Source: an optimization exercise on an open RTL-to-GDS flow (aim: small area). Production flows keep margins and buffers that such runs may drop. Only simulation tests tie the RTL to the original design; equivalence was not proved. The clock port is modelled as an ideal driver; clocking choices that lean on that would not hold on a real chip. Power is estimated from default activity; no workload was simulated.

**flow/run.sh**
```bash
#!/bin/bash
# Standard ORFS layout with two changes: ports are buffered with the smallest
# buffer, and clock tree synthesis uses larger sink clusters without dummy loads.
set -euo pipefail
bash standard.sh \
  "BUFFER_PORTS_ARGS=-buffer_cell sky130_fd_sc_hd__buf_1" \
  "CTS_ARGS=-sink_clustering_enable -repair_clock_nets -dont_use_dummy_load -sink_clustering_size 28 -sink_clustering_max_diameter 150" \
  finish > orfs_make.log 2>&1
```
**standard.sh**
```bash
#!/bin/bash
# synth_recipe.tcl (not shown) runs the flow's synth.tcl, then flattens the netlist and writes it again
# the make line also repeats each setting of config.mk as NAME=value (left out here)
make -C /OpenROAD-flow-scripts/flow DESIGN_CONFIG=/design/flow/config.mk WORK_HOME=/design/flow/orfs CLKGATE_MAP_FILE= SYNTH_SCRIPT=/design/flow/synth_recipe.tcl "${@:-finish}"
```
**config.mk**
```make
export PLATFORM = sky130hd
export DESIGN_NAME = risc16_top
export DESIGN_NICKNAME = risc16_top
export VERILOG_FILES = /design/flow/design.v
export SDC_FILE = /design/flow/constraint.sdc
export NUM_CORES = 4
export LEC_CHECK = 0
export CAP_MARGIN = 20
export CORE_MARGIN = 2
export CORE_UTILIZATION = 65
export SLEW_MARGIN = 20
```
**constraint.sdc**
```tcl
create_clock -name core_clock -period 8.0 [get_ports {clk}]
set_input_delay 1.6000 -clock core_clock [delete_from_list [all_inputs] [get_ports {clk}]]
set_output_delay 1.6000 -clock core_clock [all_outputs]
set_load 0.01 [all_outputs]
```
**design.v**
```verilog
package isa_pkg;
    localparam int WORD_W   = 16;
    localparam int REG_AW   = 4;
    localparam int MEM_AW   = 8;
    localparam int IMM_W    = 8;
    localparam int NUM_REGS = 16;
    localparam int OPC_LSB = 12;
    localparam int RD_LSB  = 8;
    localparam int RP_LSB  = 4;
    localparam int RQ_LSB  = 0;
    typedef logic [WORD_W-1:0] word_t;      
    typedef logic [REG_AW-1:0] reg_addr_t;
    typedef logic [MEM_AW-1:0] mem_addr_t;  
    typedef logic [IMM_W-1:0]  imm_t;
    typedef enum logic [3:0] {
        ADD = 4'd0,  SUB = 4'd1,  AND = 4'd2,  OR  = 4'd3,
        XOR = 4'd4,  NOT = 4'd5,  SLA = 4'd6,  SRA = 4'd7,
        LI  = 4'd8,  LW  = 4'd9,  SW  = 4'd10, BIZ = 4'd11,
        BNZ = 4'd12, JAL = 4'd13, JMP = 4'd14, JR  = 4'd15
    } opcode_e;
    typedef enum logic [2:0] {
        ALU_ADD = 3'd0,
        ALU_SUB = 3'd1,
        ALU_AND = 3'd2,
        ALU_OR  = 3'd3,
        ALU_XOR = 3'd4,
        ALU_NOT = 3'd5,
        ALU_SLA = 3'd6,
        ALU_SRA = 3'd7
    } alu_op_e;
endpackage
package ctrl_pkg;
    typedef enum logic [1:0] {
        S_FETCH   = 2'd0,
        S_DECODE  = 2'd1,
        S_EXECUTE = 2'd2
    } state_e;
    typedef enum logic [1:0] {
        PC_HOLD = 2'd0,
        PC_INC  = 2'd1,
        PC_REL  = 2'd2,  
        PC_ABS  = 2'd3   
    } pc_op_e;
    typedef enum logic [1:0] {
        WB_ALU  = 2'd0,
        WB_MEM  = 2'd1,
        WB_IMM  = 2'd2,
        WB_LINK = 2'd3
    } wb_sel_e;
endpackage
module alu
(
    input  logic [3:0] op_i,
    input  logic       a_i,      
    input  logic       b_i,      
    input  logic       a_next_i, 
    input  logic       cin_i,
    input  logic       imm_bit_i,
    input  logic       mem_bit_i,
    input  logic       last_i,   
    input  logic       high_i,   
    output logic       y_o,
    output logic       cout_o
);
    logic sub;
    logic b;
    logic bx;
    logic sum;
    assign sub    = (op_i == isa_pkg::SUB);
    assign b      = (op_i == isa_pkg::SLA) ? a_i : ((op_i == isa_pkg::JAL) ? 1'b0 : b_i);
    assign bx     = b ^ sub;
    assign sum    = a_i ^ bx ^ cin_i;
    assign cout_o = (a_i & bx) | (a_i & cin_i) | (bx & cin_i);
    always_comb begin
        case (op_i)
            isa_pkg::ADD, isa_pkg::SUB, isa_pkg::SLA: y_o = sum;
            isa_pkg::AND: y_o = a_i & b;
            isa_pkg::OR:  y_o = a_i | b;
            isa_pkg::XOR: y_o = a_i ^ b;
            isa_pkg::NOT: y_o = ~a_i;
            isa_pkg::SRA: y_o = last_i ? 1'b0 : a_next_i;
            isa_pkg::LI:  y_o = imm_bit_i;
            isa_pkg::LW:  y_o = mem_bit_i;
            isa_pkg::JAL: y_o = high_i ? 1'b0 : sum;
            default:      y_o = 1'b0;
        endcase
    end
endmodule
module reg_file
(
    input  logic        clk,
    input  logic [15:0] we_i,     
    input  logic        wbit_i,
    input  logic [3:0]  p_addr_i,
    input  logic [3:0]  q_addr_i,
    output logic        p_bit_o,  
    output logic        q_bit_o   
);
    logic [15:0] tap1;
    logic [15:0] tap0;
    for (genvar k = 0; k < 16; k++) begin : g_reg
        logic [15:0] bits_q;
        always_ff @(posedge clk) begin
            bits_q <= {we_i[k] ? wbit_i : bits_q[0], bits_q[15:1]};
        end
        assign tap1[k] = bits_q[1];
        assign tap0[k] = bits_q[0];
    end
    assign p_bit_o = tap1[p_addr_i];
    assign q_bit_o = tap0[q_addr_i];
endmodule
module risc16_top
(
    input  logic      clk,
    input  logic      rst,
    input  logic [15:0] mem_rdata_i,
    output logic [7:0]  mem_addr_o,
    output logic [15:0] mem_wdata_o,
    output logic      mem_wr_o
);
    logic [3:0]  ph_q;
    logic        clr_q;
    logic [7:0]  pc_q;
    logic [15:0] ir_q;
    logic [15:0] t_q;      
    logic        pd_q;     
    logic        c_q;
    logic        s15_q;
    logic ph15;
    logic ph14;
    assign ph15 = (ph_q == 4'd15);
    assign ph14 = (ph_q == 4'd14);
    always_ff @(posedge clk or posedge rst) begin
        if (rst) begin
            ph_q  <= 4'd0;
            clr_q <= 1'b1;
        end else begin
            ph_q <= ph_q + 4'd1;
            if (ph15) clr_q <= 1'b0;
        end
    end
    always_ff @(posedge clk) begin
        if (ph15) ir_q <= mem_rdata_i;
    end
    logic [3:0] op;
    logic [3:0] rd;
    logic [3:0] rq;
    logic [7:0] imm;
    assign op  = ir_q[15:12];
    assign rd  = ir_q[11:8];
    assign rq  = ir_q[3:0];
    assign imm = ir_q[7:0];
    logic [11:0] src;
    logic [3:0]  src_op;
    logic [3:0]  p_addr;
    assign src    = ph15 ? mem_rdata_i[15:4] : ir_q[15:4];
    assign src_op = src[11:8];
    assign p_addr = (src_op == isa_pkg::SW || src_op == isa_pkg::BIZ || src_op == isa_pkg::BNZ)
                    ? src[7:4] : src[3:0];
    logic        p_bit;
    logic        q_bit;
    logic [15:0] we;
    logic        wbit;
    logic        y;
    logic        wen;
    reg_file u_reg_file (
        .clk      (clk),
        .we_i     (we),
        .wbit_i   (wbit),
        .p_addr_i (p_addr),
        .q_addr_i (rq),
        .p_bit_o  (p_bit),
        .q_bit_o  (q_bit)
    );
    always_ff @(posedge clk) begin
        pd_q  <= p_bit;
        t_q   <= {p_bit, t_q[15:1]};
        s15_q <= mem_rdata_i[15];
    end
    logic a;
    logic pc_bit;
    logic imm_bit;
    logic mem_bit;
    logic cin;
    logic cout;
    logic is_jal;
    assign is_jal  = (op == isa_pkg::JAL);
    assign pc_bit  = pc_q[ph_q[2:0]];
    assign a       = is_jal ? pc_bit : pd_q;
    assign imm_bit = ph_q[3] ? imm[7] : imm[ph_q[2:0]];
    assign mem_bit = ph15 ? s15_q : mem_rdata_i[ph_q];
    assign cin     = (ph_q == 4'd0) ? (op == isa_pkg::SUB || is_jal) : c_q;
    alu u_alu (
        .op_i      (op),
        .a_i       (a),
        .b_i       (q_bit),
        .a_next_i  (p_bit),
        .cin_i     (cin),
        .imm_bit_i (imm_bit),
        .mem_bit_i (mem_bit),
        .last_i    (ph15),
        .high_i    (ph_q[3]),
        .y_o       (y),
        .cout_o    (cout)
    );
    always_ff @(posedge clk) begin
        c_q <= cout;
    end
    assign wen  = (op <= isa_pkg::LW) || is_jal;
    assign wbit = y & ~clr_q;
    always_comb begin
        for (int k = 0; k < 16; k++) begin
            we[k] = clr_q || (wen && rd == 4'(k));
        end
    end
    logic       zero;
    logic       taken;
    logic       is_jr;
    logic [7:0] npc;
    assign zero  = (t_q == 16'h0000);
    assign taken = ~clr_q && ((op == isa_pkg::JMP) || is_jal ||
                              (op == isa_pkg::BIZ && zero) || (op == isa_pkg::BNZ && !zero));
    assign is_jr = ~clr_q && (op == isa_pkg::JR);
    assign npc   = is_jr ? t_q[7:0] : pc_q + (taken ? imm : 8'd1);
    always_ff @(posedge clk or posedge rst) begin
        if (rst) begin
            pc_q <= 8'hFF;
        end else if (ph15) begin
            pc_q <= npc;
        end
    end
    assign mem_addr_o  = ph15 ? npc : imm;
    assign mem_wdata_o = {p_bit, t_q[15:1]};
    assign mem_wr_o    = ph14 && (op == isa_pkg::SW) && ~clr_q;
endmodule
```
==> results.tsv, run 1 <==
stage	metric	value	unit
floorplan	placement row count	41	
placed_design	IO buf count	42	
floorplan	DIE AREA	0.0141	sq mm
route	Met2 Wirelength	7.30	mm
cts	Hold-fix buffers, CTS	0	
sta	Worst Setup Slack, final	1.92	ns
logic_synthesis	top cells by instance count after synthesis	dfxtp_1, nand2_1, mux2i_1, nor2_1	
cts	CTS Buffer Depth	3	
logic_synthesis	Post-Synthesis Cells	591	
route	Iteration-0 DRC Markers	346	
logic_synthesis	yosys warns	3	
worst_setup_path	Critical Path Fanout Max	8	
cells_and_area	Multi-input gate area	0.00201	sq mm
cts	setup bufs post-CTS	0	
pwr	P_int	1.85	mW
logic_synthesis	Synth top area share	64.0	%
sta	Final min period	6.08	ns
cells_and_area	Area growth, synth to finish	6.17	%
worst_setup_path	WP data required	6.40	ns
route	first-pass iteration count of the detailed router	5	
logic_synthesis	Synth area leaders	dfxtp_1, edfxtp_1, mux4_2	
cts	CTS Sinks	303	
placed_design	Place WS	2.14	ns
pwr	sequential group share of total power	67.4	%
sta	Worst slew margin	44.4	%
route	Wirelength per Cell	18.2	um
floorplan	I/O pin cnt	43	
cts	Inserted Clock Buffers	14	
worst_hold_path	hold crit path type	flip-flop to flip-flop	
logic_synthesis	post-synthesis sequential element count	303	
route	met3 wire length	724	um
route	Max Used Layer	met4	
route	DRT Wirelength	14.4	mm
worst_setup_path	Critical Path End Type	primary output	
worst_setup_path	startpoint types	flip-flop	
worst_setup_path	R2R depth	11	
sta	fmax	165	MHz
grt	grt ovf	0	
status	status	finished clean	
worst_setup_path	Slowest-stage cell, CP	a311oi_2	
pwr	P_sw	417	uW
placed_design	GPL Wtd Cong	0.831	
sta	final slew viol count	0	
cts	post-CTS sizing	0	
cts	worst skew pair latency	0.48	ns
sta	Worst Tran Pin Value	0.831	ns
cts	CTS tree	built	
route	antenna-violating nets left	0	
sta	RSZ-0062 raised after global routing	false	
route	DRC Markers	0	
grt	largest net degree at the start of global routing	33	
worst_setup_path	CP max stage delay	0.60	ns
cells_and_area	Final Util	71.3	%
floorplan	Vert. Die Dim	119	um
grt	vias in the first global route	4295	
job	Max-Cap Viols	0	
sta	final hold violation count	0	
pwr	Power Density	249	mW/mm^2
pwr	LEAKAGE	3.55	nW
route	Metal-1 WL	6.19	mm
logic_synthesis	most common cell in the synthesized netlist	dfxtp_1	
logic_synthesis	Syn Area/Cell	14.5	sq um
sta	final setup TNS	0	ns
worst_setup_path	worst path cell trace	nor4_1, nand4_1, or3b_1, a311oi_2, nand2_1, inv_1, ha_1, a21o_1, a21oi_1, o21bai_1, a21oi_1, o21ai_0, xnor3_1, o21a_1, a21o_1, buf_1	
logic_synthesis	Synth area leader	dfxtp_1	
cts	Clock Pin Slew Worst Setup and Hold Paths	0.10	ns
sta	Worst Skew	0.0326	ns
cells_and_area	Final nets	650	
pwr	Peak VDD IR	0.207	mV
pwr	Clk pwr share	31.9	%
logic_synthesis	syn nets	623	
floorplan	die span in x	119	um
logic_synthesis	Post-synth top flop	dfxtp_1	
grt	GRT Total Usage	20.9	%
grt	first-pass GRT wire length	23.1	mm
pwr	switching part of the total	18.4	%
cells_and_area	fraction of layout cells with a size suffix above 1	9.58	%
worst_setup_path	critical path class	flip-flop to primary output	
grt	initial antenna violation count	0	
logic_synthesis	synth unique cells	59	
logic_synthesis	sequential area share after synthesis	73.5	%
cts	H-tree levels	1	
worst_hold_path	worst hold stages	0	
cells_and_area	diodes inserted	0	
route	DR vias/cell	5.44	
floorplan	Initial Util	67.1	%
pwr	Comb pwr share	0.6	%
logic_synthesis	Mapped Area	0.00858	sq mm
sta	final worst path period share	75.9	%
placed_design	hpwl dp	9.74	mm
logic_synthesis	number of enable flip-flop cells after synthesis	16	
cts	CTS root buffer	clkbuf_16	
floorplan	core footprint	0.0128	sq mm
sta	# setup viols final	0	
logic_synthesis	Post-synth ARST share	4.29	%
worst_setup_path	critical path arrival	4.48	ns
route	via count	4289	
cells_and_area	Register Area	0.00630	sq mm
cells_and_area	# fillers	842	
## final timing paths
path	start	to	slack, ns
min in group asynchronous	rst	ph_q[2]$_DFF_PP0_	1.11
worst max register to register	ph_q[0]$_DFF_PP0_	u_reg_file.g_reg[12].bits_q[15]$_DFF_P_	3.76
max in group asynchronous	rst	pc_q[5]$_DFFE_PP1N_	6.51
worst min register to register	u_reg_file.g_reg[9].bits_q[2]$_DFF_P_	u_reg_file.g_reg[9].bits_q[1]$_DFF_P_	0.32
worst min-delay path	u_reg_file.g_reg[9].bits_q[2]$_DFF_P_	u_reg_file.g_reg[9].bits_q[1]$_DFF_P_	0.32
worst max-delay path	t_q[1]$_DFF_P_	mem_addr_o[7]	1.92
## per-stage QoR
step	instance area, sq um	std cells	power, mW	hold slack, ns
after CTS	9100	788	2.28	0.324
after floorplan	8580	591	1.57	0.310
after global routing	9100	788	2.34	0.326
after detailed placement	8750	774	1.57	0.312
final	9100	788	2.26	0.321
after global placement	8750	774	1.57	0.310
## placed cells by master, fill, tap and decap left out, types with 10 or more instances in the layout
cell / synthesis / routed
o21a_1: 10 / 10
clkbuf_16: 0 / 14
nor2b_1: 10 / 10
edfxtp_1: 16 / 16
mux4_2: 15 / 15
inv_1: 15 / 15
dfxtp_1: 274 / 274
nand2_1: 24 / 24
o211ai_1: 17 / 17
o21ai_2: 10 / 10
a21oi_1: 16 / 16
ha_1: 12 / 12
buf_1: 1 / 42
nor2_1: 18 / 18
mux2i_1: 18 / 18
## worst max-delay path: cells and delay by family, from the launching register on
kind / cells / cell delay (ns)
and+or+nand+nor: 4 / 1.23
buffers and inverters: 2 / 0.22
adders and majority gates: 1 / 0.23
xor gates and xnor gates: 1 / 0.19
DFF: 1 / 0.35
AOI/OAI and AO/OA: 8 / 1.79
## state kept, by name, summed over array words and instances, names as in the netlist
signal,count
u_reg_file.g.bits_q,256
ir_q,16
t_q,16
pc_q,8
ph_q,4
c_q,1
clr_q,1
s15_q,1
## logic make-up (layout without fill, tap and decap cells)
kind of cell,after synthesis,count (layout),share of synthesized area (%)
mux,37,37,6.70
xor+xnor,8,8,0.978
fa+ha+maj,14,14,2.22
flops,303,303,73.5
simple gates,87,87,5.60
buf+inv,49,74,3.17
compound gates,93,93,7.85
## routing by layer
metal  vias up  GRT usage, %
li1       2063             -
met1      2101          28.6
met2       113          36.0
met3        12          3.11
met4         0          4.24
met5         -             0
## cell type report
type	instances	area share, %
well taps	172	2.36
repair buffers	43	1.81
flip-flops and latches	303	69.2
clock buffers	14	3.85
inverters	17	0.701
multi-input cells	239	22.1
## power groups by stage
stage          Clock [mW]  Sequential [mW]  Combinational [mW]
3_5_place_dp            0             1.56              0.0148
4_1_cts             0.744             1.53              0.0149
5_1_grt             0.797             1.53              0.0162
6_report            0.723             1.53              0.0146
3_3_place_gp            0             1.56              0.0145
2_1_floorplan           0             1.56             0.00737
==> run 2, diff against run 1 <==
--- a/design.v
+++ b/design.v
@@ -53,10 +53,11 @@
     input  logic [3:0] op_i,
-    input  logic       a_i,      
-    input  logic       b_i,      
-    input  logic       a_next_i, 
-    input  logic       cin_i,
+    input  logic       a_i,       
+    input  logic       b_i,       
+    input  logic       a_next_i,  
+    input  logic       c_i,       
+    input  logic       first_i,   
     input  logic       imm_bit_i,
     input  logic       mem_bit_i,
-    input  logic       last_i,   
-    input  logic       high_i,   
+    input  logic       last_i,    
+    input  logic       high_i,    
     output logic       y_o,
@@ -64,18 +65,29 @@
 );
-    logic sub;
+    logic arith;
     logic b;
-    logic bx;
+    logic cin;
     logic sum;
-    assign sub    = (op_i == isa_pkg::SUB);
-    assign b      = (op_i == isa_pkg::SLA) ? a_i : ((op_i == isa_pkg::JAL) ? 1'b0 : b_i);
-    assign bx     = b ^ sub;
-    assign sum    = a_i ^ bx ^ cin_i;
-    assign cout_o = (a_i & bx) | (a_i & cin_i) | (bx & cin_i);
+    assign arith = (op_i == isa_pkg::ADD) || (op_i == isa_pkg::SUB) ||
+                   (op_i == isa_pkg::SLA) || (op_i == isa_pkg::JAL);
     always_comb begin
         case (op_i)
-            isa_pkg::ADD, isa_pkg::SUB, isa_pkg::SLA: y_o = sum;
-            isa_pkg::AND: y_o = a_i & b;
-            isa_pkg::OR:  y_o = a_i | b;
-            isa_pkg::XOR: y_o = a_i ^ b;
-            isa_pkg::NOT: y_o = ~a_i;
+            isa_pkg::SUB: b = ~b_i;
+            isa_pkg::SLA: b = a_i;
+            isa_pkg::NOT: b = 1'b1;
+            isa_pkg::JAL: b = 1'b0;
+            default:      b = b_i;
+        endcase
+    end
+    always_comb begin
+        if (arith && !first_i) begin
+            cin = c_i;
+        end else begin
+            cin = (op_i == isa_pkg::SUB) || (op_i == isa_pkg::JAL) || (op_i == isa_pkg::OR);
+        end
+    end
+    assign sum    = a_i ^ b ^ cin;
+    assign cout_o = (a_i & b) | (a_i & cin) | (b & cin);
+    always_comb begin
+        case (op_i)
+            isa_pkg::AND, isa_pkg::OR: y_o = cout_o;
             isa_pkg::SRA: y_o = last_i ? 1'b0 : a_next_i;
@@ -84,3 +96,3 @@
             isa_pkg::JAL: y_o = high_i ? 1'b0 : sum;
-            default:      y_o = 1'b0;
+            default:      y_o = sum;  
         endcase
@@ -183,3 +195,2 @@
     logic mem_bit;
-    logic cin;
     logic cout;
@@ -187,3 +198,3 @@
     assign is_jal  = (op == isa_pkg::JAL);
-    assign pc_bit  = pc_q[ph_q[2:0]];
+    assign pc_bit  = pc_q[0];
     assign a       = is_jal ? pc_bit : pd_q;
@@ -191,3 +202,2 @@
     assign mem_bit = ph15 ? s15_q : mem_rdata_i[ph_q];
-    assign cin     = (ph_q == 4'd0) ? (op == isa_pkg::SUB || is_jal) : c_q;
     alu u_alu (
@@ -197,3 +207,4 @@
         .a_next_i  (p_bit),
-        .cin_i     (cin),
+        .c_i       (c_q),
+        .first_i   (ph_q == 4'd0),
         .imm_bit_i (imm_bit),
@@ -223,8 +234,12 @@
     assign is_jr = ~clr_q && (op == isa_pkg::JR);
-    assign npc   = is_jr ? t_q[7:0] : pc_q + (taken ? imm : 8'd1);
+    logic [7:0] pc;
+    assign pc    = {pc_q[0], pc_q[7:1]};
+    assign npc   = is_jr ? t_q[7:0] : pc + (taken ? imm : {7'd0, ~clr_q});
     always_ff @(posedge clk or posedge rst) begin
         if (rst) begin
-            pc_q <= 8'hFF;
+            pc_q <= 8'h00;
         end else if (ph15) begin
             pc_q <= npc;
+        end else begin
+            pc_q <= {pc_q[0], pc_q[7:1]};
         end
--- a/flow/run.sh
+++ b/flow/run.sh
@@ -6,3 +6,3 @@
   "BUFFER_PORTS_ARGS=-buffer_cell sky130_fd_sc_hd__buf_1" \
-  "CTS_ARGS=-sink_clustering_enable -repair_clock_nets -dont_use_dummy_load -sink_clustering_size 28 -sink_clustering_max_diameter 150" \
+  "CTS_ARGS=-sink_clustering_enable -repair_clock_nets -dont_use_dummy_load -sink_clustering_size 32 -sink_clustering_max_diameter 150" \
   finish > orfs_make.log 2>&1
==> run 2 against run 1 <==
Net effect: via count is 1.6% lower; non-clock buffer count decreased by 1; clock skew grew 0.030 ns; power shrank 0.70%; critical path type unchanged; hold slack got worse by 0.025 ns; clock-buffer cell count fell by 1; first-iteration DRC count is 11% lower; design area is 0.30% lower; core utilization shrank 1.9 points; cell count grew 1.3%; synthesized cell count rose by 1.9%; fmax grew 2.5%.
==> results.tsv, run 2 <==
stage	metric	value	unit	change
grt	grt ovf	0		unchanged
status	status	finished clean		
cts	CTS Buffer Depth	3		unchanged
worst_setup_path	Slowest-stage cell, CP	edfxtp_1		
pwr	LEAKAGE	3.58	nW	+0.79%
logic_synthesis	most common cell in the synthesized netlist	dfxtp_1		
route	DRC Markers	0		unchanged
cts	setup bufs post-CTS	0		unchanged
cells_and_area	diodes inserted	0		unchanged
logic_synthesis	adder-cell share of the synthesized area	1.92	%	-0.30 points
job	Max-Cap Viols	0		unchanged
pwr	Peak VDD IR	0.248	mV	+20%
cts	H-tree levels	1		unchanged
placed_design	Place WS	2.60	ns	+0.458 ns
floorplan	Vert. Die Dim	119	um	+0.21%
logic_synthesis	number of enable flip-flop cells after synthesis	16		unchanged
logic_synthesis	Synth top area share	63.7	%	-0.27 points
logic_synthesis	Post-Synth Simple-Gate Area	7.55	%	+2.0 points
sta	Worst Skew	0.0626	ns	+0.0300 ns
cts	CTS root buffer	clkbuf_16		
logic_synthesis	Post-synth top flop	dfxtp_1		
logic_synthesis	Post-Synthesis Cells	602		+1.9%
cts	worst skew pair latency	0.48	ns	about the same
worst_setup_path	R2R depth	15		+4
sta	# setup viols final	0		unchanged
route	DRT Wirelength	13.7	mm	-4.4%
logic_synthesis	post-synthesis sequential element count	303		unchanged
worst_setup_path	critical path class	flip-flop to primary output		
logic_synthesis	Synth area leaders	dfxtp_1, edfxtp_1, dfrtp_1		
cells_and_area	largest register by flop count	u_reg_file.g.bits_q		
cells_and_area	design area	0.00908	sq mm	-0.30%
worst_setup_path	CP max stage delay	0.71	ns	+0.11 ns
worst_setup_path	WP data required	6.40	ns	about the same
cts	CTS tree	built		
grt	first-pass GRT wire length	22.9	mm	-0.98%
cts	Inserted Clock Buffers	13		-1
cells_and_area	max reg flops	256		unchanged
logic_synthesis	syn nets	632		+1.4%
sta	final slew viol count	0		unchanged
sta	Worst slew margin	53.5	%	+9.1 points
cts	Clock Pin Slew Worst Setup and Hold Paths	0.11	ns	about the same
cells_and_area	fraction of layout cells with a size suffix above 1	7.40	%	-2.2 points
floorplan	I/O pin cnt	43		unchanged
worst_setup_path	worst path cell trace	nand2b_1, o211a_1, a2111oi_2, nand2_1, inv_1, ha_1, a21o_1, a21oi_1, o21bai_1, a21oi_1, o21ai_0, xnor3_1, o21ai_0, nand2_1, buf_1		
placed_design	IO buf count	42		unchanged
floorplan	core footprint	0.0131	sq mm	+2.4%
cts	CTS Sinks	303		unchanged
sta	final hold violation count	0		unchanged
logic_synthesis	top cells by instance count after synthesis	dfxtp_1, nand2_1, mux2i_1, nand3b_1, buf_4		
floorplan	Initial Util	65.8	%	-1.3 points
worst_setup_path	critical path arrival	4.33	ns	-0.15 ns
sta	RSZ-0062 raised after global routing	false		
cts	Hold-fix buffers, CTS	0		unchanged
grt	vias in the first global route	4360		+1.5%
floorplan	placement row count	42		+2.4%
logic_synthesis	synth unique cells	62		+5.1%
route	Wirelength per Cell	17.2	um	-5.6%
placed_design	hpwl dp	9.37	mm	-3.8%
logic_synthesis	Syn Area/Cell	14.3	sq um	-1.4%
logic_synthesis	main combinational cell family by area after synthesis	simple AND/OR/NAND/NOR gates		
sta	Final min period	5.93	ns	-0.146 ns
cells_and_area	leading registers by flop count	u_reg_file.g.bits_q (256), ir_q (16), t_q (16)		
logic_synthesis	Mapped Area	0.00861	sq mm	+0.42%
logic_synthesis	Synth Area in XOR/XNOR	0.973	%	-0.0041 points
cells_and_area	commonest non-fill, non-tap cell in the layout	dfxtp_1		
grt	GRT Total Usage	20.4	%	-0.50 points
sta	fmax	169	MHz	+2.5%
floorplan	die span in x	119	um	+0.21%
logic_synthesis	mux cell area share after synthesis	5.62	%	-1.1 points
route	antenna-violating nets left	0		unchanged
route	DR vias/cell	5.29		-2.8%
sta	final setup TNS	0	ns	unchanged
worst_hold_path	worst hold stages	0		unchanged
worst_hold_path	hold crit path type	flip-flop to flip-flop		
route	first-pass iteration count of the detailed router	7		+2
worst_setup_path	startpoint types	flip-flop		
floorplan	DIE AREA	0.0142	sq mm	+0.41%
logic_synthesis	Synth area leader	dfxtp_1		
worst_setup_path	Critical Path End Type	primary output		
logic_synthesis	Compound-Gate Fraction of Synth Area	7.47	%	-0.38 points
placed_design	Placed Area	0.00875	sq mm	about the same
cts	post-CTS sizing	0		unchanged
logic_synthesis	Post-synth ARST share	4.29	%	unchanged
sta	Worst Setup Slack, final	2.07	ns	+0.146 ns
cells_and_area	Area growth, synth to finish	5.40	%	
pwr	Power Density	248	mW/mm^2	-0.40%
worst_setup_path	internal reg-to-reg setup slack	3.66	ns	-0.10 ns
grt	initial antenna violation count	0		unchanged
logic_synthesis	yosys warns	3		unchanged
route	Iteration-0 DRC Markers	309		-11%
route	via count	4221		-1.6%
grt	largest net degree at the start of global routing	44		+33%
logic_synthesis	sequential area share after synthesis	73.1	%	-0.43 points
sta	final worst path period share	74.1	%	-1.8 points
cells_and_area	most frequent cells in the layout	dfxtp_1, buf_1, nand2_1, mux2i_1, nand3b_1		
cells_and_area	Final nets	654		+0.62%
sta	Worst Tran Pin Value	0.696	ns	-0.135 ns
placed_design	GPL Wtd Cong	0.887		+6.8%
worst_setup_path	Critical Path Fanout Max	18		+10
run 2: cell types whose count changed in the layout (fill, tap and decap cells not counted), sizes merged, moves of 3 or more:
cell / delta
mux4: -3
o31ai: +16
o21ai: -15
nand2b: +5
o211ai: -15
nor2b: -5
nor2: -3
nand3: +3
nand3b: +18
dfrtp: +8
o22ai: +3
nand2: +10
a211oi: +3
dfstp: -8
run 2: worst max-delay path: cells and delay by family, from the launching register on:
family                   cells  cell delay, ns
adder cells (fa/ha/maj)      1            0.22
AND/OR/NAND/NOR              3            0.57
flip-flops                   1            0.71
XOR/XNOR                     1            0.20
AO/OA/AOI/OAI                8            1.94
buffers and inverters        2            0.23
run 2: where the power goes:
group / leakage (nW) / switching [mW] / internal, mW
Combinational: 0.871 / 0.0102 / 0.00720
Sequential: 2.55 / 0.00193 / 1.53
Clock: 0.160 / 0.406 / 0.295
run 2: logic make-up after synthesis:
family / Yosys count
and+or+nand+nor: 117
muxes: 33
AOI/OAI and AO/OA: 80
xor gates and xnor gates: 8
buffers and inverters: 49
DFF: 303
adders and majority gates: 12
run 2: worst paths after layout:
check                                                        from                                      end
hold reg to reg            u_reg_file.g_reg[15].bits_q[3]$_DFF_P_   u_reg_file.g_reg[15].bits_q[2]$_DFF_P_
hold / removal             u_reg_file.g_reg[15].bits_q[3]$_DFF_P_   u_reg_file.g_reg[15].bits_q[2]$_DFF_P_
max in group asynchronous                                     rst                        clr_q$_DFFE_PP1N_
min in group asynchronous                                     rst                        pc_q[7]$_DFF_PP0_
setup reg to reg                                ir_q[0]$_DFFE_PN_  u_reg_file.g_reg[15].bits_q[15]$_DFF_P_
setup / recovery                               ir_q[14]$_DFFE_PN_                            mem_addr_o[7]
run 2: routing by layer:
| metal | track usage [%] | up-vias | share of wire [%] |
|---|---|---|---|
| met2 | 33.5 | 72 | 46 |
| met1 | 29.3 | 2041 | 49 |
| met5 | 0 | - | 0 |
| met4 | 4.17 | 0 | 1.4 |
| met3 | 3.07 | 19 | 3.9 |
| li1 | - | 2089 | - |
run 2: metrics by stage:
step | power [mW] | instances | util (%) | hold WS (ns)
final | 2.25 | 798 | 69.4 | 0.297
after global routing | 2.31 | 798 | 69.4 | 0.291
after CTS | 2.26 | 798 | 69.4 | 0.295
after detailed placement | 1.58 | 785 | 66.9 | 0.312
after global placement | 1.58 | 785 | 66.9 | 0.311
after floorplan | 1.57 | 602 | - | 0.310
run 2: final cells by class:
cell class / count / area (sq um)
clock buffer: 13 / 325
fill: 913 / 4010
inverter: 14 / 55.1
multi-input combinational: 250 / 2030
sequential: 303 / 6290
tap: 176 / 220
timing repair buffer: 42 / 158
==> run 3, diff against run 2 <==
--- a/flow/run.sh
+++ b/flow/run.sh
@@ -6,3 +6,3 @@
   "BUFFER_PORTS_ARGS=-buffer_cell sky130_fd_sc_hd__buf_1" \
-  "CTS_ARGS=-sink_clustering_enable -repair_clock_nets -dont_use_dummy_load -sink_clustering_size 32 -sink_clustering_max_diameter 150" \
+  "CTS_ARGS=-sink_clustering_enable -repair_clock_nets -dont_use_dummy_load -sink_clustering_size 28 -sink_clustering_max_diameter 150 -root_buf sky130_fd_sc_hd__clkbuf_8 -tree_buf sky130_fd_sc_hd__clkbuf_8" \
   finish > orfs_make.log 2>&1
==> run 3 against run 2 <==
Net effect: critical path depth unchanged; register-to-register slack is essentially flat; fmax shrank 0.41%; sequential cell count unchanged; routed wire length rose by 0.54%; global-route usage hardly changed; clock-buffer cell count is 1 higher; largest cell class unchanged; highest routed layer unchanged.
==> results.tsv, run 3 <==
stage	metric	value	unit	change
status	status	finished clean		
cells_and_area	leading registers by flop count	u_reg_file.g.bits_q (256), ir_q (16), t_q (16)		
floorplan	I/O pin cnt	43		unchanged
cells_and_area	fraction of layout cells with a size suffix above 1	7.54	%	+0.15 points
placed_design	hpwl dp	9.37	mm	unchanged
worst_hold_path	hold_sp	u_reg_file.g_reg[15].bits_q[4]$_DFF_P_		
cts	CTS Sinks	303		unchanged
worst_hold_path	Hold Path End	u_reg_file.g_reg[15].bits_q[3]$_DFF_P_		
grt	initial antenna violation count	0		unchanged
grt	GRT Total Usage	20.5	%	about the same
sta	final hold violation count	0		unchanged
logic_synthesis	syn nets	632		unchanged
route	via count	4272		+1.2%
pwr	Comb pwr share	0.8	%	about the same
cts	worst skew pair latency	0.52	ns	+0.04 ns
floorplan	placement row count	42		unchanged
route	first-pass iteration count of the detailed router	5		-2
sta	Worst Tran Pin Value	0.691	ns	-0.00576 ns
worst_setup_path	critical path arrival	4.35	ns	+0.02 ns
worst_setup_path	RR Startpoint	ir_q[0]$_DFFE_PN_		
worst_setup_path	WP data required	6.40	ns	about the same
worst_setup_path	internal reg-to-reg setup slack	3.65	ns	about the same
pwr	P_sw	420	uW	+0.33%
job	Max-Cap Viols	0		unchanged
floorplan	Vert. Die Dim	119	um	unchanged
sta	final slew viol count	0		unchanged
cts	H-tree levels	1		unchanged
pwr	Clk pwr share	30.8	%	-0.4 points
pwr	Power Density	246	mW/mm^2	-0.44%
sta	fmax	168	MHz	-0.41%
worst_hold_path	hold crit path type	flip-flop to flip-flop		
sta	Worst slew margin	53.9	%	+0.38 points
cells_and_area	Final nets	655		+0.15%
logic_synthesis	Syn Area/Cell	14.3	sq um	unchanged
route	Wirelength per Cell	17.3	um	+0.41%
logic_synthesis	number of enable flip-flop cells after synthesis	16		unchanged
grt	largest net degree at the start of global routing	44		unchanged
pwr	sequential group share of total power	68.4	%	+0.4 points
route	DRT Wirelength	13.8	mm	+0.54%
pwr	Peak VDD IR	0.230	mV	-7.3%
cts	CTS root buffer	clkbuf_8		
cells_and_area	# fillers	909		-0.44%
grt	first-pass GRT wire length	23.0	mm	+0.24%
floorplan	DIE AREA	0.0142	sq mm	unchanged
pwr	switching part of the total	18.8	%	+0.16 points
sta	Final min period	5.95	ns	+0.0242 ns
cells_and_area	Final Util	69.3	%	about the same
route	Iteration-0 DRC Markers	343		+11%
placed_design	Placed Area	0.00875	sq mm	unchanged
pwr	LEAKAGE	3.57	nW	about the same
logic_synthesis	Synth area leaders	dfxtp_1, edfxtp_1, dfrtp_1		
cells_and_area	commonest non-fill, non-tap cell in the layout	dfxtp_1		
placed_design	IO buf count	42		unchanged
cells_and_area	diodes inserted	0		unchanged
logic_synthesis	yosys warns	3		unchanged
worst_setup_path	Critical Path Fanout Max	18		unchanged
cts	Hold-fix buffers, CTS	0		unchanged
floorplan	die span in x	119	um	unchanged
worst_setup_path	R2R depth	15		unchanged
floorplan	Initial Util	65.8	%	unchanged
logic_synthesis	Post-synth top flop	dfxtp_1		
cts	CTS tree	built		
floorplan	core footprint	0.0131	sq mm	unchanged
worst_setup_path	RR Endpoint	u_reg_file.g_reg[15].bits_q[15]$_DFF_P_		
grt	grt ovf	0		unchanged
cells_and_area	Area growth, synth to finish	5.30	%	about the same
cts	post-CTS sizing	0		unchanged
route	DR vias/cell	5.35		+1.1%
logic_synthesis	post-synthesis sequential element count	303		unchanged
logic_synthesis	synth unique cells	62		unchanged
cts	Inserted Clock Buffers	14		+1
logic_synthesis	Post-synth ARST share	4.29	%	unchanged
worst_setup_path	startpoint types	flip-flop		
cts	setup bufs post-CTS	0		unchanged
logic_synthesis	Post-Synthesis Cells	602		unchanged
sta	RSZ-0062 raised after global routing	false		
cells_and_area	largest register by flop count	u_reg_file.g.bits_q		
logic_synthesis	top cells by instance count after synthesis	dfxtp_1, nand2_1, mux2i_1, nand3b_1, buf_4		
sta	final setup TNS	0	ns	unchanged
cts	Clock Pin Slew Worst Setup and Hold Paths	0.11	ns	about the same
logic_synthesis	Synth area leader	dfxtp_1		
cells_and_area	max reg flops	256		unchanged
worst_hold_path	worst hold stages	0		unchanged
sta	final worst path period share	74.4	%	+0.30 points
cts	CTS Buffer Depth	3		unchanged
placed_design	GPL Wtd Cong	0.887		unchanged
pwr	P_int	1.82	mW	-0.73%
grt	vias in the first global route	4354		-0.14%
worst_setup_path	Critical Path End Type	primary output		
route	DRC Markers	0		unchanged
logic_synthesis	Synth top area share	63.7	%	unchanged
cells_and_area	most frequent cells in the layout	dfxtp_1, buf_1, nand2_1, mux2i_1, nand3b_1		
sta	# setup viols final	0		unchanged
logic_synthesis	sequential area share after synthesis	73.1	%	unchanged
logic_synthesis	most common cell in the synthesized netlist	dfxtp_1		
logic_synthesis	Mapped Area	0.00861	sq mm	unchanged
cells_and_area	design area	0.00907	sq mm	about the same
sta	Worst Skew	0.0383	ns	-0.0243 ns
worst_setup_path	critical path class	flip-flop to primary output		
route	antenna-violating nets left	0		unchanged
run 3: cell counts after synthesis:
No cell type changed its count.
run 3: routing by layer:
metal	wire length [um]	part of all wire, %	track usage (%)
met5	0	0	0
met4	247	1.8	4.54
met2	6320	46	33.1
met3	538	3.9	2.78
met1	6690	49	29.8
run 3: cell families after synthesis:
kind of cell,after synthesis,synth area share (%)
AO/OA/AOI/OAI,80,7.47
XOR/XNOR,8,0.973
adder cells (fa/ha/maj),12,1.92
buffers and inverters,49,3.40
flip-flops,303,73.1
multiplexers,33,5.62
AND/OR/NAND/NOR,117,7.56
run 3: worst max-delay path by stage:
stage / endpoint / startpoint / slack (ns) / cells after the start
after global placement: mem_wdata_o[15] / mem_rdata_i[15] / 2.68 / 8
final: mem_addr_o[7] / ir_q[14]$_DFFE_PN_ / 2.05 / 15
after floorplan: mem_wdata_o[15] / mem_rdata_i[13] / 3.11 / 7
after detailed placement: mem_addr_o[7] / t_q[10]$_DFF_P_ / 2.60 / 16
after global routing: mem_addr_o[7] / t_q[3]$_DFF_P_ / 1.71 / 16
after CTS: mem_addr_o[7] / t_q[10]$_DFF_P_ / 2.02 / 16
run 3: critical path, cell delays in order, from the launching register on:
cell,delay (ns)
edfxtp_1,0.71
nand2b_1,0.27
o211a_1,0.23
a2111oi_2,0.67
nand2_1,0.21
inv_1,0.09
ha_1,0.22
a21o_1,0.17
a21oi_1,0.22
o21bai_1,0.09
a21oi_1,0.21
o21ai_0,0.13
xnor3_1,0.19
o21ai_0,0.21
nand2_1,0.09
buf_1,0.14
run 3: power groups by stage:
stage          clock network, mW  logic (mW)  registers [mW]
2_1_floorplan                  0      0.0102            1.56
3_3_place_gp                   0      0.0172            1.56
3_5_place_dp                   0      0.0176            1.56
4_1_cts                    0.710      0.0177            1.53
5_1_grt                    0.761      0.0194            1.53
6_report                   0.689      0.0174            1.53
run 3: final cells by class:
type | count | area, sq um | area share (%)
timing repair buffer | 42 | 158 | 1.74
sequential | 303 | 6290 | 69.4
multi-input combinational | 250 | 2030 | 22.4
inverter | 14 | 55.1 | 0.607
tap | 176 | 220 | 2.43
clock buffer | 14 | 317 | 3.49
run 3: per-stage QoR:
| stage | std cells | hold WS (ns) | setup WS [ns] | power [mW] |
|---|---|---|---|---|
| after floorplan | 602 | 0.310 | 3.11 | 1.57 |
| after global placement | 785 | 0.311 | 2.68 | 1.58 |
| after detailed placement | 785 | 0.312 | 2.60 | 1.58 |
| after CTS | 799 | 0.314 | 2.02 | 2.26 |
| after global routing | 799 | 0.322 | 1.71 | 2.31 |
| final | 799 | 0.311 | 2.05 | 2.23 |
==> run 4, diff against run 3 <==
--- a/config.mk
+++ b/config.mk
@@ -7,2 +7,3 @@
 export LEC_CHECK = 0
+export ABC_AREA = 1
 export CAP_MARGIN = 20
==> run 4 against run 3 <==
Net effect: first-iteration DRC count increased by 24%; largest cell class unchanged; fmax increased by 12%; cell count increased by 21%; routed wire length up 12%; sequential power about the same; non-clock buffer count up 1; via count up 16%; hold slack lost 0.0014 ns; core utilization up 0.68 points; global-route usage is 1.7 points higher; sequential cell count unchanged.
==> results.tsv, run 4 <==
stage	metric	value	unit	change
pwr	LEAKAGE	3.89	nW	+9.0%
route	DRC Markers	0		unchanged
cells_and_area	Multi-input gate area	0.00198	sq mm	-2.2%
cells_and_area	fraction of layout cells with a size suffix above 1	6.35	%	-1.2 points
sta	Final min period	5.33	ns	-0.628 ns
worst_setup_path	critical path class	flip-flop to primary output		
route	first-pass iteration count of the detailed router	5		unchanged
worst_setup_path	WP data required	6.40	ns	about the same
floorplan	Initial Util	66.2	%	+0.37 points
worst_hold_path	Hold Path End	u_reg_file.g_reg[13].bits_q[2]$_DFF_P_		
route	DRT Wirelength	15.4	mm	+12%
logic_synthesis	Synth area leaders	dfxtp_1, edfxtp_1, nand2_1		
grt	GRT Total Usage	22.1	%	+1.7 points
cts	post-CTS sizing	0		unchanged
worst_setup_path	crit path from	ir_q[14]$_DFFE_PN_		
sta	RSZ-0062 raised after global routing	false		
sta	Worst Tran Pin Value	0.605	ns	-0.0854 ns
floorplan	placement row count	42		unchanged
logic_synthesis	Synth top area share	63.1	%	-0.60 points
route	antenna-violating nets left	0		unchanged
route	Max Used Layer	met4		
logic_synthesis	Synth area leader	dfxtp_1		
logic_synthesis	syn nets	790		+25%
worst_setup_path	R2R depth	14		-1
route	Metal-1 WL	7.12	mm	+6.4%
placed_design	IO buf count	42		unchanged
cells_and_area	largest register by flop count	u_reg_file.g.bits_q		
sta	fmax	188	MHz	+12%
floorplan	DIE AREA	0.0143	sq mm	+0.93%
cts	Hold-fix buffers, CTS	0		unchanged
worst_setup_path	Critical Path Fanout Max	7		-11
grt	largest net degree at the start of global routing	35		-20%
worst_hold_path	worst hold stages	0		unchanged
sta	Worst slew margin	59.2	%	+5.4 points
route	Iteration-0 DRC Markers	427		+24%
worst_setup_path	RR Endpoint	u_reg_file.g_reg[13].bits_q[15]$_DFF_P_		
route	met3 wire length	725	um	+35%
grt	grt ovf	0		unchanged
floorplan	die span in x	120	um	+0.46%
logic_synthesis	post-synthesis sequential element count	303		unchanged
pwr	Peak VDD IR	0.230	mV	about the same
cts	setup bufs post-CTS	0		unchanged
pwr	Power Density	245	mW/mm^2	-0.72%
logic_synthesis	most common cell in the synthesized netlist	dfxtp_1		
sta	Worst Skew	0.0243	ns	-0.0141 ns
logic_synthesis	Post-Synthesis Cells	760		+26%
route	Met2 Wirelength	7.10	mm	+12%
floorplan	Vert. Die Dim	120	um	+0.46%
grt	first-pass GRT wire length	24.8	mm	+8.1%
worst_setup_path	RR Startpoint	ir_q[0]$_DFFE_PN_		
cells_and_area	commonest non-fill, non-tap cell in the layout	dfxtp_1		
job	Max-Cap Viols	0		unchanged
cells_and_area	Register Area	0.00629	sq mm	unchanged
sta	final worst path period share	66.6	%	-7.8 points
route	DR vias/cell	5.16		-3.5%
grt	initial antenna violation count	0		unchanged
floorplan	core footprint	0.0131	sq mm	+0.40%
worst_hold_path	hold crit path type	flip-flop to flip-flop		
worst_setup_path	internal reg-to-reg setup slack	4.52	ns	+0.87 ns
cells_and_area	max reg flops	256		unchanged
status	status	finished clean		
worst_setup_path	Critical Path End Type	primary output		
cts	CTS root buffer	clkbuf_8		
logic_synthesis	sequential area share after synthesis	72.4	%	-0.69 points
route	via count	4973		+16%
sta	final setup TNS	0	ns	unchanged
worst_setup_path	startpoint types	flip-flop		
cells_and_area	most frequent cells in the layout	dfxtp_1, nand2_1, nor2_1, inv_1, nand3_1		
cts	CTS tree	built		
cells_and_area	Area growth, synth to finish	5.76	%	
cells_and_area	diodes inserted	0		unchanged
logic_synthesis	yosys warns	3		unchanged
cts	H-tree levels	1		unchanged
cells_and_area	Final nets	820		+25%
logic_synthesis	top cells by instance count after synthesis	dfxtp_1, nand2_1, nor2_1		
cells_and_area	# fillers	939		+3.3%
cts	worst skew pair latency	0.51	ns	about the same
logic_synthesis	Post-synth ARST share	4.29	%	unchanged
floorplan	I/O pin cnt	43		unchanged
placed_design	placed cells	950		+21%
logic_synthesis	synth unique cells	39		-37%
cts	Clock Pin Slew Worst Setup and Hold Paths	0.11	ns	about the same
cts	CTS Buffer Depth	3		unchanged
logic_synthesis	number of enable flip-flop cells after synthesis	16		unchanged
logic_synthesis	Post-synth top flop	dfxtp_1		
cells_and_area	leading registers by flop count	u_reg_file.g.bits_q (256), ir_q (16), t_q (16)		
route	Wirelength per Cell	16.0	um	-7.4%
cts	Inserted Clock Buffers	14		unchanged
worst_hold_path	hold_sp	u_reg_file.g_reg[13].bits_q[3]$_DFF_P_		
cts	CTS Sinks	303		unchanged
sta	final slew viol count	0		unchanged
logic_synthesis	Syn Area/Cell	11.4	sq um	-20%
sta	worst hold slack	0.310	ns	-0.00141 ns
sta	# setup viols final	0		unchanged
logic_synthesis	Mapped Area	0.00869	sq mm	+0.96%
worst_setup_path	critical path arrival	3.73	ns	-0.62 ns
sta	final hold violation count	0		unchanged
placed_design	GPL Wtd Cong	0.894		+0.74%
placed_design	hpwl dp	10.4	mm	+12%
grt	vias in the first global route	4910		+13%
cells_and_area	Post-Layout Cell Count	964		+21%
[run 4: cell count changes after synthesis, sizes merged, moves of 17 or more]
cell    before  now
nand2       34  108
nor2        15   84
nand3       10   66
inv         14   57
o21ai       11   46
mux2i       18    0
nand3b      18    1
[run 4: cells by family after synthesis]
logic type	after synthesis	share of synthesized area (%)
flip-flops	303	72.4
AND/OR/NAND/NOR	270	14.8
buffers and inverters	87	4.82
AO/OA/AOI/OAI	82	5.48
adder cells (fa/ha/maj)	12	1.90
XOR/XNOR	6	0.604
[run 4: worst max-delay path: stages, from the launching register on]
cell      delay, ns
edfxtp_1       0.49
nor2_1         0.29
inv_2          0.08
nor2_1         0.09
nand3_1        0.08
nand3b_1       0.13
nand2_1        0.18
nor2_1         0.18
inv_1          0.07
fa_1           0.44
o21ai_0        0.33
a21oi_1        0.10
o21ai_0        0.22
xor2_1         0.17
o21bai_1       0.10
nand2_1        0.09
buf_1          0.15
[run 4: worst max path at each step]
stage | end | cells after the start
2_1_floorplan | mem_wdata_o[15] | 13
3_3_place_gp | mem_wdata_o[15] | 14
3_5_place_dp | mem_addr_o[6] | 16
4_1_cts | mem_addr_o[6] | 16
5_1_grt | mem_addr_o[6] | 17
6_report | mem_addr_o[6] | 16
[run 4: power by group]
group | switching [mW] | total, mW | internal (mW)
sequential | 0.00425 | 1.53 | 1.53
combinational | 0.0160 | 0.0230 | 0.00701
clock | 0.411 | 0.693 | 0.282
[run 4: cell type report]
class / instances / area share (%)
Clock buffer: 14 / 3.44
Inverter: 58 / 2.37
Multi-Input combinational cell: 370 / 21.6
Sequential cell: 303 / 68.4
Tap cell: 176 / 2.39
Timing Repair Buffer: 43 / 1.80
[run 4: per-stage QoR]
| step | setup WS (ns) | area (sq um) | utilization [%] | total power [mW] |
|---|---|---|---|---|
| floorplan | 3.74 | 8690 | - | 1.58 |
| global placement | 3.38 | 8880 | 67.6 | 1.59 |
| detailed placement | 3.26 | 8880 | 67.6 | 1.59 |
| CTS | 2.67 | 9200 | 70.0 | 2.27 |
| global route | 2.30 | 9200 | 70.0 | 2.32 |
| finish | 2.67 | 9200 | 70.0 | 2.25 |
[run 4: per-layer routing]
metal	global-route usage, %	vias to the layer above
li1	-	2483
met1	30.6	2320
met2	36.4	132
met3	3.33	38
met4	6.69	0
met5	0	-
==> run 5, diff against run 4 <==
==> flow/run.sh (replaced) <==
#!/bin/bash
# Standard ORFS layout with three changes: ports are buffered with the smallest
# buffer, clock tree synthesis uses larger sink clusters without dummy loads,
# and after CTS cells with spare slack are downsized.
set -euo pipefail
bash standard.sh \
  "BUFFER_PORTS_ARGS=-buffer_cell sky130_fd_sc_hd__buf_1" \
  "CTS_ARGS=-sink_clustering_enable -repair_clock_nets -dont_use_dummy_load -sink_clustering_size 28 -sink_clustering_max_diameter 150 -root_buf sky130_fd_sc_hd__clkbuf_8 -tree_buf sky130_fd_sc_hd__clkbuf_8" \
  "POST_CTS_TCL=$PWD/flow/post_cts.tcl" \
  finish > orfs_make.log 2>&1
==> flow/post_cts.tcl (new file) <==
# Downsize cells that have timing slack to spare, then legalize again.
repair_timing -recover_power 100 -setup_margin 0.3 -verbose
detailed_placement
check_placement -verbose
--- a/config.mk
+++ b/config.mk
@@ -7,3 +7,2 @@
 export LEC_CHECK = 0
-export ABC_AREA = 1
 export CAP_MARGIN = 20
==> run 5 against run 4 <==
Net effect: clock skew rose by 0.016 ns; synthesized area decreased by 0.95%; critical endpoint is now mem_addr_o[7]; sequential share of layout area up 1.2 points; via count fell by 15%; largest cell class unchanged; critical path type unchanged; power is 0.62% lower; clock-buffer cell count stayed put; die area shrank 0.92%; synthesized cell count shrank 21%; hold slack gained 0.0023 ns; still clean; sequential cell count did not move.
==> results.tsv, run 5 <==
stage	metric	value	unit	change
pwr	Power Density	248	mW/mm^2	+1.2%
logic_synthesis	Post-synth ARST share	4.29	%	unchanged
worst_setup_path	WP data required	6.40	ns	about the same
cells_and_area	Area growth, synth to finish	4.88	%	
cts	CTS tree	built		
floorplan	die span in x	119	um	-0.46%
route	Iteration-0 DRC Markers	315		-26%
cells_and_area	Register Area	0.00629	sq mm	unchanged
logic_synthesis	Syn Area/Cell	14.3	sq um	+25%
logic_synthesis	Synth Area in XOR/XNOR	0.973	%	+0.37 points
logic_synthesis	adder-cell share of the synthesized area	1.92	%	+0.018 points
route	DR vias/cell	5.29		+2.6%
job	Max-Cap Viols	0		unchanged
logic_synthesis	Synth top area share	63.7	%	+0.60 points
placed_design	IO buf count	42		unchanged
logic_synthesis	Compound-Gate Fraction of Synth Area	7.47	%	+2.0 points
cells_and_area	Final nets	656		-20%
worst_setup_path	R2R depth	11		-3
logic_synthesis	top cells by instance count after synthesis	dfxtp_1, nand2_1, mux2i_1, nand3b_1, buf_4		
worst_hold_path	hold_sp	u_reg_file.g_reg[15].bits_q[4]$_DFF_P_		
sta	Worst Skew	0.0407	ns	+0.0164 ns
logic_synthesis	Post-Synth Simple-Gate Area	7.55	%	-7.3 points
placed_design	hpwl dp	9.37	mm	-10%
cells_and_area	leading registers by flop count	u_reg_file.g.bits_q (256), ir_q (16), t_q (16)		
cells_and_area	commonest non-fill, non-tap cell in the layout	dfxtp_1		
sta	RSZ-0062 raised after global routing	false		
route	DRT Wirelength	13.7	mm	-11%
cells_and_area	fraction of layout cells with a size suffix above 1	7.05	%	+0.71 points
floorplan	Vert. Die Dim	119	um	-0.46%
grt	GRT Total Usage	20.5	%	-1.7 points
worst_setup_path	internal reg-to-reg setup slack	3.40	ns	-1.12 ns
sta	Worst Tran Pin Value	0.701	ns	+0.0955 ns
logic_synthesis	mux cell area share after synthesis	5.62	%	+5.6 points
cells_and_area	most frequent cells in the layout	dfxtp_1, buf_1, nand2_1, mux2i_1, nand3b_1		
logic_synthesis	post-synthesis sequential element count	303		unchanged
sta	# setup viols final	0		unchanged
worst_setup_path	critical path class	flip-flop to primary output		
cells_and_area	max reg flops	256		unchanged
sta	final hold violation count	0		unchanged
worst_hold_path	Hold Path End	u_reg_file.g_reg[15].bits_q[3]$_DFF_P_		
route	DRC Markers	0		unchanged
cts	Clock Pin Slew Worst Setup and Hold Paths	0.11	ns	about the same
grt	first-pass GRT wire length	23.0	mm	-7.5%
logic_synthesis	Mapped Area	0.00861	sq mm	-0.95%
placed_design	GPL Wtd Cong	0.887		-0.74%
route	Wirelength per Cell	17.2	um	+7.4%
sta	Worst slew margin	53.3	%	-5.9 points
sta	worst hold slack	0.312	ns	+0.00232 ns
logic_synthesis	Post-Synthesis Cells	602		-21%
cts	CTS Sinks	303		unchanged
cells_and_area	diodes inserted	0		unchanged
cells_and_area	largest register by flop count	u_reg_file.g.bits_q		
logic_synthesis	syn nets	632		-20%
cts	worst skew pair latency	0.52	ns	about the same
floorplan	I/O pin cnt	43		unchanged
logic_synthesis	yosys warns	3		unchanged
grt	grt ovf	0		unchanged
logic_synthesis	Post-synth top flop	dfxtp_1		
worst_setup_path	RR Startpoint	ph_q[0]$_DFF_PP0_		
logic_synthesis	sequential area share after synthesis	73.1	%	+0.69 points
floorplan	Initial Util	65.8	%	-0.37 points
worst_hold_path	worst hold stages	0		unchanged
logic_synthesis	synth unique cells	62		+59%
logic_synthesis	Synth area leader	dfxtp_1		
worst_setup_path	startpoint types	flip-flop		
pwr	LEAKAGE	3.57	nW	-8.3%
cells_and_area	Multi-input gate area	0.00198	sq mm	-0.19%
logic_synthesis	number of enable flip-flop cells after synthesis	16		unchanged
route	via count	4233		-15%
grt	initial antenna violation count	0		unchanged
route	antenna-violating nets left	0		unchanged
grt	largest net degree at the start of global routing	44		+26%
worst_setup_path	RR Endpoint	u_reg_file.g_reg[10].bits_q[15]$_DFF_P_		
worst_setup_path	critical path arrival	4.31	ns	+0.58 ns
floorplan	core footprint	0.0131	sq mm	-0.40%
grt	vias in the first global route	4355		-11%
worst_hold_path	hold crit path type	flip-flop to flip-flop		
sta	final setup TNS	0	ns	unchanged
sta	Final min period	5.91	ns	+0.589 ns
floorplan	DIE AREA	0.0142	sq mm	-0.92%
status	status	finished clean		
logic_synthesis	main combinational cell family by area after synthesis	simple AND/OR/NAND/NOR gates		
worst_setup_path	Critical Path End Type	primary output		
sta	final worst path period share	73.9	%	+7.4 points
logic_synthesis	Synth area leaders	dfxtp_1, edfxtp_1, dfrtp_1		
floorplan	placement row count	42		unchanged
worst_setup_path	Critical Path Fanout Max	7		unchanged
pwr	Peak VDD IR	0.230	mV	about the same
sta	fmax	169	MHz	-10%
sta	final slew viol count	0		unchanged
cells_and_area	# fillers	913		-2.8%
route	first-pass iteration count of the detailed router	5		unchanged
logic_synthesis	most common cell in the synthesized netlist	dfxtp_1		
run 5: cell count changes after synthesis, sizes merged, moves of 18 or more:
cell	before	now
o21ai	46	11
nand2	108	34
nor2	84	15
nand3	66	10
inv	57	14
mux2i	0	18
run 5: metrics by stage:
stage	area, sq um	util [%]	worst slack (ns)	cells	power, mW
after detailed placement	8750	66.9	2.60	785	1.58
final	9030	69.0	2.09	800	2.24
after global placement	8750	66.9	2.68	785	1.58
after global routing	9030	69.0	1.71	800	2.31
after floorplan	8610	-	3.11	602	1.57
run 5: power breakdown:
group	switching [mW]	total [mW]	leakage (nW)	internal, mW
registers	0.00195	1.53	2.55	1.53
logic	0.0102	0.0174	0.867	0.00721
clock network	0.408	0.690	0.157	0.282
total	0.420	2.24	3.57	1.82
run 5: layout make-up:
type / count / share of cell area (%)
clock buffers: 14 / 3.50
inverters: 14 / 0.610
multi-input cells: 250 / 21.9
flip-flops and latches: 303 / 69.7
well taps: 176 / 2.44
repair buffers: 43 / 1.87
run 5: kinds of logic after synthesis:
group | Yosys count
compound gates | 80
xor+xnor | 8
fa+ha+maj | 12
buf+inv | 49
flops | 303
mux | 33
simple gates | 117
run 5: how the worst max path moves through the flow:
stage / startpoint / endpoint / slack [ns]
floorplan: mem_rdata_i[13] / mem_wdata_o[15] / 3.11
global placement: mem_rdata_i[15] / mem_wdata_o[15] / 2.68
global route: t_q[3]$_DFF_P_ / mem_addr_o[7] / 1.71
finish: t_q[10]$_DFF_P_ / mem_addr_o[7] / 2.09
detailed placement: t_q[10]$_DFF_P_ / mem_addr_o[7] / 2.60
run 5: per-layer routing:
metal	part of all wire, %	routed length, um	GRT usage, %	up-vias
li1	-	-	-	2098
met1	49	6710	29.9	2038
met2	46	6300	32.8	76
met3	3.6	499	2.92	21
met4	1.7	239	4.76	0
met5	0	0	0	-
run 5: critical path, stage by stage (launching register included):
cell	delay (ns)
dfxtp_1	0.33
nor4_1	0.34
nand4_1	0.23
o211a_1	0.30
a2111oi_2	0.66
nand2_1	0.21
inv_1	0.09
ha_1	0.22
a21o_1	0.17
a21oi_1	0.22
o21bai_1	0.09
a21oi_1	0.21
o21ai_0	0.13
xnor3_1	0.20
o21ai_0	0.21
nand2_1	0.09
buf_1	0.13

## re-timing with driven ports
How much do the figures lean on ideal ports? The routed layouts below were timed once more, with nothing changed but the port constraints. Step 1: set_driving_cell puts a clkbuf_16 on clk and a buf_2 on each other input, an assumption about the parent block. Step 2 adds t to the input delays and takes it off the output delays; t is the mean of the earliest and latest rising clock arrival at the registers after step 1. Input paths then give back, and output paths get back, about the clock's delay inside the block. a / b / c = ideal / step 1 / step 2; a / b = the first two.
run	t (ns)	setup slack, ns	hold slack, ns	worst setup path after step 2	worst slew at a driven data input, ns
run 1	0.504	1.924 / 1.883 / 2.388	0.321 / 0.321 / 0.321	register to output	0.05
run 2	0.495	2.070 / 2.029 / 2.524	0.297 / 0.297 / 0.297	register to output	0.03
run 3	0.534	2.046 / 2.009 / 2.543	0.311 / 0.311 / 0.311	register to output	0.03
run 4	0.536	2.674 / 2.638 / 3.174	0.310 / 0.310 / 0.310	register to output	0.04
run 5	0.536	2.085 / 2.047 / 2.528	0.312 / 0.312 / 0.312	input to output	0.03
After both steps setup and hold are still met in every run listed.
